From an optimization exercise on the open Yosys and OpenROAD flow, aimed at small area; shortcuts taken in it are not production practice. Function was checked by simulation only, so behaviour that the tests miss may differ from the original. Power is estimated from default activity; no workload was simulated.

[design/flow/config.mk]
export PLATFORM = sky130hd
export DESIGN_NAME = decode_stage
export DESIGN_NICKNAME = decode_stage
export VERILOG_FILES = /design/flow/design.v
export SDC_FILE = /design/flow/constraint.sdc
export NUM_CORES = 4
export LEC_CHECK = 0
export CAP_MARGIN = 20
export CORE_MARGIN = 2
export CORE_UTILIZATION = 40
export SLEW_MARGIN = 20
[design/flow/constraint.sdc]
create_clock -name core_clock -period 6.0 [get_ports {clock}]
set_input_delay 1.2000 -clock core_clock [delete_from_list [all_inputs] [get_ports {clock}]]
set_output_delay 1.2000 -clock core_clock [all_outputs]
set_load 0.01 [all_outputs]
[design/flow/design.v]
module decode_stage #(
    parameter int unsigned CORE         = 0,
    parameter int unsigned DATA_WIDTH   = 32,
    parameter int unsigned ADDRESS_BITS = 20,
    parameter int unsigned REG_SEL_BITS = 5
) (
    input  logic                    clock,
    input  logic                    reset,
    input  logic                    in_valid,
    output logic                    in_ready,
    input  logic [ADDRESS_BITS-1:0] PC,
    input  logic [31:0]             instruction,
    input  logic                    write,
    input  logic [REG_SEL_BITS-1:0] write_reg,
    input  logic [DATA_WIDTH-1:0]   write_data,
    input  logic                    flush,
    output logic                    out_valid,
    input  logic                    out_ready,
    output logic [ADDRESS_BITS-1:0] out_PC,
    output logic [DATA_WIDTH-1:0]   rs1_data,
    output logic [DATA_WIDTH-1:0]   rs2_data,
    output logic [REG_SEL_BITS-1:0] rd,
    output logic                    rd_write,
    output logic [6:0]              opcode,
    output logic [2:0]              funct3,
    output logic [6:0]              funct7,
    output logic [DATA_WIDTH-1:0]   extend_imm,
    output logic [ADDRESS_BITS-1:0] branch_target,
    output logic [ADDRESS_BITS-1:0] JAL_target
);
    localparam int unsigned NumRegs = 2 ** REG_SEL_BITS;
    localparam logic [6:0] OpLui    = 7'b0110111;
    localparam logic [6:0] OpAuipc  = 7'b0010111;
    localparam logic [6:0] OpJal    = 7'b1101111;
    localparam logic [6:0] OpBranch = 7'b1100011;
    localparam logic [6:0] OpStore  = 7'b0100011;
    localparam logic [6:0] OpOp     = 7'b0110011;
    typedef struct packed {
        logic [ADDRESS_BITS-1:0] pc;
        logic [DATA_WIDTH-1:0]   rs1_data;
        logic [DATA_WIDTH-1:0]   rs2_data;
        logic [REG_SEL_BITS-1:0] rd;
        logic                    rd_write;
        logic [6:0]              opcode;
        logic [2:0]              funct3;
        logic [6:0]              funct7;
        logic [DATA_WIDTH-1:0]   imm;
        logic [ADDRESS_BITS-1:0] branch_target;
        logic [ADDRESS_BITS-1:0] jal_target;
    } entry_t;
    logic                  valid_q, valid_d;
    entry_t                entry_q, entry_d, dec_entry;
    logic [NumRegs-1:0]    busy_q, busy_d;
    logic [DATA_WIDTH-1:0] regs_q [NumRegs];
    logic [6:0]              opc;
    logic [REG_SEL_BITS-1:0] rs1_sel, rs2_sel, rd_sel;
    logic                    use1, use2, dec_rd_write;
    logic                    wb_en, fwd1, fwd2, hazard, accept;
    logic [31:0]             imm_i, imm_s, imm_b, imm_u, imm_j, imm_sel;
    always_comb begin
        opc          = instruction[6:0];
        rs1_sel      = instruction[15 +: REG_SEL_BITS];
        rs2_sel      = instruction[20 +: REG_SEL_BITS];
        rd_sel       = instruction[7 +: REG_SEL_BITS];
        use1         = !(opc == OpLui || opc == OpAuipc || opc == OpJal);
        use2         = (opc == OpBranch) || (opc == OpStore) || (opc == OpOp);
        dec_rd_write = (rd_sel != '0) && !(opc == OpBranch || opc == OpStore);
        wb_en        = write && (write_reg != '0);
        fwd1         = 1'b0;
        fwd2         = 1'b0;
        hazard       = (use1 && busy_q[rs1_sel] && !fwd1) ||
                       (use2 && busy_q[rs2_sel] && !fwd2) ||
                       (dec_rd_write && busy_q[rd_sel]);
        in_ready     = (!valid_q || out_ready) && !hazard && !flush;
        accept       = in_valid && in_ready;
    end
    always_comb begin
        imm_i = {{20{instruction[31]}}, instruction[31:20]};
        imm_s = {{20{instruction[31]}}, instruction[31:25], instruction[11:7]};
        imm_b = {{19{instruction[31]}}, instruction[31], instruction[7],
                 instruction[30:25], instruction[11:8], 1'b0};
        imm_u = {instruction[31:12], 12'b0};
        imm_j = {{11{instruction[31]}}, instruction[31], instruction[19:12],
                 instruction[20], instruction[30:21], 1'b0};
        case (opc)
            OpLui, OpAuipc: imm_sel = imm_u;
            OpJal:          imm_sel = imm_j;
            OpBranch:       imm_sel = imm_b;
            OpStore:        imm_sel = imm_s;
            default:        imm_sel = imm_i;
        endcase
        dec_entry.pc            = PC;
        dec_entry.rs1_data      = fwd1 ? write_data : regs_q[rs1_sel];
        dec_entry.rs2_data      = fwd2 ? write_data : regs_q[rs2_sel];
        dec_entry.rd            = rd_sel;
        dec_entry.rd_write      = dec_rd_write;
        dec_entry.opcode        = opc;
        dec_entry.funct3        = instruction[14:12];
        dec_entry.funct7        = instruction[31:25];
        dec_entry.imm           = DATA_WIDTH'($signed(imm_sel));
        dec_entry.branch_target = PC + imm_b[ADDRESS_BITS-1:0];
        dec_entry.jal_target    = PC + imm_j[ADDRESS_BITS-1:0];
    end
    always_comb begin
        valid_d = valid_q;
        entry_d = entry_q;
        busy_d  = busy_q;
        if (accept) begin
            valid_d = 1'b1;
            entry_d = dec_entry;
        end else if (flush || out_ready) begin
            valid_d = 1'b0;
        end
        if (wb_en) begin
            busy_d[write_reg] = 1'b0;
        end
        if (flush && valid_q && entry_q.rd_write) begin
            busy_d[entry_q.rd] = 1'b0;
        end
        if (accept && dec_rd_write) begin
            busy_d[rd_sel] = 1'b1;
        end
    end
    always_ff @(posedge clock or negedge reset) begin
        if (!reset) begin
            valid_q <= 1'b0;
            entry_q <= '0;
            busy_q  <= '0;
        end else begin
            valid_q <= valid_d;
            entry_q <= entry_d;
            busy_q  <= busy_d;
        end
    end
    for (genvar r = 0; r < NumRegs; r++) begin : g_regs
        always_ff @(posedge clock or negedge reset) begin
            if (!reset) begin
                regs_q[r] <= '0;
            end else if (wb_en && write_reg == r) begin
                regs_q[r] <= write_data;
            end
        end
    end
    assign out_valid     = valid_q;
    assign out_PC        = entry_q.pc;
    assign rs1_data      = entry_q.rs1_data;
    assign rs2_data      = entry_q.rs2_data;
    assign rd            = entry_q.rd;
    assign rd_write      = entry_q.rd_write;
    assign opcode        = entry_q.opcode;
    assign funct3        = entry_q.funct3;
    assign funct7        = entry_q.funct7;
    assign extend_imm    = entry_q.imm;
    assign branch_target = entry_q.branch_target;
    assign JAL_target    = entry_q.jal_target;
endmodule
[design/flow/run.sh]
#!/bin/bash
# synth_recipe.tcl (not shown) runs the flow's synth.tcl, then flattens the netlist and writes it again
# the make line also repeats each setting of config.mk as NAME=value (left out here)
make -C /OpenROAD-flow-scripts/flow DESIGN_CONFIG=/design/flow/config.mk WORK_HOME=/design/flow/orfs CLKGATE_MAP_FILE= SYNTH_SCRIPT=/design/flow/synth_recipe.tcl finish
==> notes.md <==
-- area by class of cell --
cell class / count / area, um2
inverter: 17 / 63.8
tap: 2016 / 2520
timing repair buffer: 511 / 5220
antenna: 13 / 32.5
fill: 13577 / 78300
clock buffer: 196 / 4070
multi-input combinational: 3649 / 28600
sequential: 1233 / 30900
clock inverter: 47 / 587
-- where the power goes --
| group | internal [mW] | total (mW) | switching, mW |
|---|---|---|---|
| logic | 2.83 | 5.35 | 2.51 |
| clock network | 5.09 | 8.84 | 3.75 |
| registers | 10.3 | 12.0 | 1.77 |
| total | 18.2 | 26.2 | 8.03 |
-- layout by cell type (no fill, tap or decap), drive strengths merged, types with 6 or more instances in the layout --
cell type and count:
nand4 74, diode 13, o21ai 103, o21a 6
a22oi 957, nor2 199, xnor2 22, nor4 68
xor2 20, nor2b 9, nand2 618, nand3b 8
dfrtp 1233, o221ai 28, clkdlybuf4s50 270, clkinv 28
nor3 88, buf 241, or3 10, inv 25
mux4 30, nand3 40, or3b 6, bufinv 8
ha 43, nand2b 14, mux2 1057, a21oi 173
a21o 8, or2 6, clkbuf 196, o211ai 11
-- worst max-delay path: stages --
cell and delay, ns:
clkdlybuf4s50_1 1.03, mux4_2 0.41, mux4_2 0.50, mux2i_1 0.18
o22ai_1 0.16, nor4_1 0.34, clkdlybuf4s50_1 0.62
-- metrics by stage --
stage / power (mW) / instance area [um2] / cells / hold slack [ns]
finish: 26.2 / 72000 / 7682 / 0.402
global route: 27.2 / 72000 / 7672 / 0.411
CTS: 26.1 / 71900 / 7667 / 0.404
detailed placement: 17.4 / 67300 / 7424 / 0.389
global placement: 17.2 / 67300 / 7424 / 0.387
floorplan: 14.4 / 60700 / 5398 / 0.452
-- cell families after synthesis --
kind of cell | after synthesis | share of synthesized area, %
AO/OA/AOI/OAI | 1319 | 15.3
XOR/XNOR | 42 | 0.606
adder cells (fa/ha/maj) | 45 | 0.952
buffers and inverters | 516 | 3.29
flip-flops | 1233 | 50.8
multiplexers | 1091 | 20.8
AND/OR/NAND/NOR | 1152 | 8.30
-- routing by layer --
layer	wire, um	global-route usage [%]
met1	105000	45.7
met2	116000	50.0
met3	41300	14.2
met4	20700	21.6
met5	205	0.216
-- registers in the layout, indices dropped and copies added, names as in the netlist --
signal,cells
entry_q,176
valid_q,1
busy_q,32
regs_q,1024
-- worst max path at each step --
stage          slack, ns  cells after the start       startpoint       end
3_5_place_dp        0.45                      7   instruction[8]  in_ready
4_1_cts             0.44                      7  instruction[21]  in_ready
3_3_place_gp        0.42                      7   instruction[8]  in_ready
6_report            0.35                      7  instruction[21]  in_ready
2_1_floorplan       1.73                      7   instruction[7]  in_ready
5_1_grt             0.25                      7  instruction[21]  in_ready
==> flow_summary_export.csv <==
group,metric,value,unit
outcome,status,"finished clean",
setup_path,r2r_cells,8,
place,pre_cts_slack,0.445,ns
setup_path,start_kind,"input port",
min_path,hp-class,"register to register",
die,start_util,40.4,%
cts,postCtsHoldBufs,0,
yosys,yosys-top-cells-area,"dfrtp_1 51%, mux2_2 20%, a22oi_1 12%",
global_routing,antenna_found_initial,18,
cts,clock-sinks,1233,
global_routing,grt_overflow,0,
yosys,synth_edf_count,0,
min_path,min_delay_worst_endpoint,"regs_q[0][2]",
setup_path,path_max_fanout,12,
final_layout,area_growth,18.5,%
drt,wl_per_cell,36.9,um
yosys,netlist_area,60700,um2
setup_path,r2r-end,"busy_q[22]",
cts,cts_made_buffers,138,
timing,slew_viol_final,0,
cts,root_buffer,"clkbuf_16",
final_layout,layout.nets,5690,
drt,totalWireLength,283000,um
die,die_h,394,um
cts,cts_tree,"yes",
timing,rsz0062_at_grt,"false",
setup_path,reg2reg_slack,2.53,ns
yosys,yosys-top-cells-count,"1233 x dfrtp_1, 1057 x mux2_2, 957 x a22oi_1, 618 x nand2_1, 448 x clkbuf_1",
yosys,yosysTopAreaCell,"dfrtp_1",
drt,vias,53079,
place,gp_congestion,0.970,
cts,cts_resized,0,
run,maxCapViolations,0,
setup_path,endpoint_kind,"primary output",
die,die_w,394,um
timing,setup_tns,0,ns
global_routing,gr-usage-all-layers,35.6,%
timing,setup_slack,0.354,ns
die,core-area,150000,um2
cts,cts.clk_slew.worst_paths,0.06,ns
yosys,synth-seq-cells,1233,
global_routing,grt_max_degree,170,
cts,postCtsSetupRepairBufs,0,
min_path,min_from,"regs_q[0][2]",
global_routing,grt_pass1_wl,396000,um
yosys,synth_cells,5398,
yosys,yosys_warnings,2,
drt,viasPerCell,6.91,
die,fp-row-count,142,
yosys,seq_area_frac_synth,50.8,%
drt,drc,0,
final_layout,final_core_utilization,47.9,%
timing,max_freq,0.177,GHz
timing,worstMarginPinSlew,1.29,ns
yosys,ys.flop_type,"dfrtp_1",
yosys,synthArstFlopShare,100,%
yosys,yosysMostFrequentCell,"dfrtp_1",
setup_path,crit_arrival,4.45,ns
yosys,syn-num-nets,5538,
power,vdd_drop_max,0.328,mV
timing,setup_viol,0,
final_layout,drive_gt1_share,29.3,%
cts,insertion_delay,0.82,ns
yosys,post-synth-top-area-fraction,50.8,%
drt,drt_iter0_drc,9918,
power,power_density,364,nW/um2
cts,htreeDepth,4,
timing,finalCriticalPeriod,5.65,ns
yosys,syn-mean-instance-area,11.2,um2
drt,ant_nets,0,
min_path,holdPathStages,0,
drt,firstDrtPassIters,11,
power,p_leak,31.9,nW
setup_path,r2r_start,"busy_q[5]",
place,hpwl,167000,um
global_routing,grt_pass1_vias,50948,
timing,skew,0.0342,ns
timing,finalCritPeriodShare,94.1,%
cts,clk_path_buf_depth,3,
setup_path,crit_required,4.80,ns
die,die_area,155000,um2
place,io_buffer_count,275,
yosys,ys_types,53,
timing,relSlewSlack,13.8,%
timing,hold_violations,0,
die,io_pins,276,
setup_path,critical_path_class,"input port to primary output",

re-timing with driven ports:
Ports are ideal in the flow. The routed layout listed here was re-timed in OpenROAD. Step 1, drivers: a clkbuf_16 drives clock and a buf_2 each remaining input, both assumed. Step 2 times the ports against the registers' clock, not the clock port: input delays grow and output delays shrink by t, the midpoint of the rising clock arrivals with the driver on. Slacks: ideal / step 1 / step 2; pairs: ideal / step 1.
t, ns: 0.894
setup slack, ns: 0.354 / 0.324 / 0.324
hold WS [ns]: 0.402 / 0.402 / 0.402
worst setup path after step 2: input to output
latest minus earliest clock arrival (ns): 0.044 / 0.044
After both steps setup and hold are still met in this run. For this run, drivers alone change the setup slack by -0.030 ns; drivers and shift together by -0.030 ns.
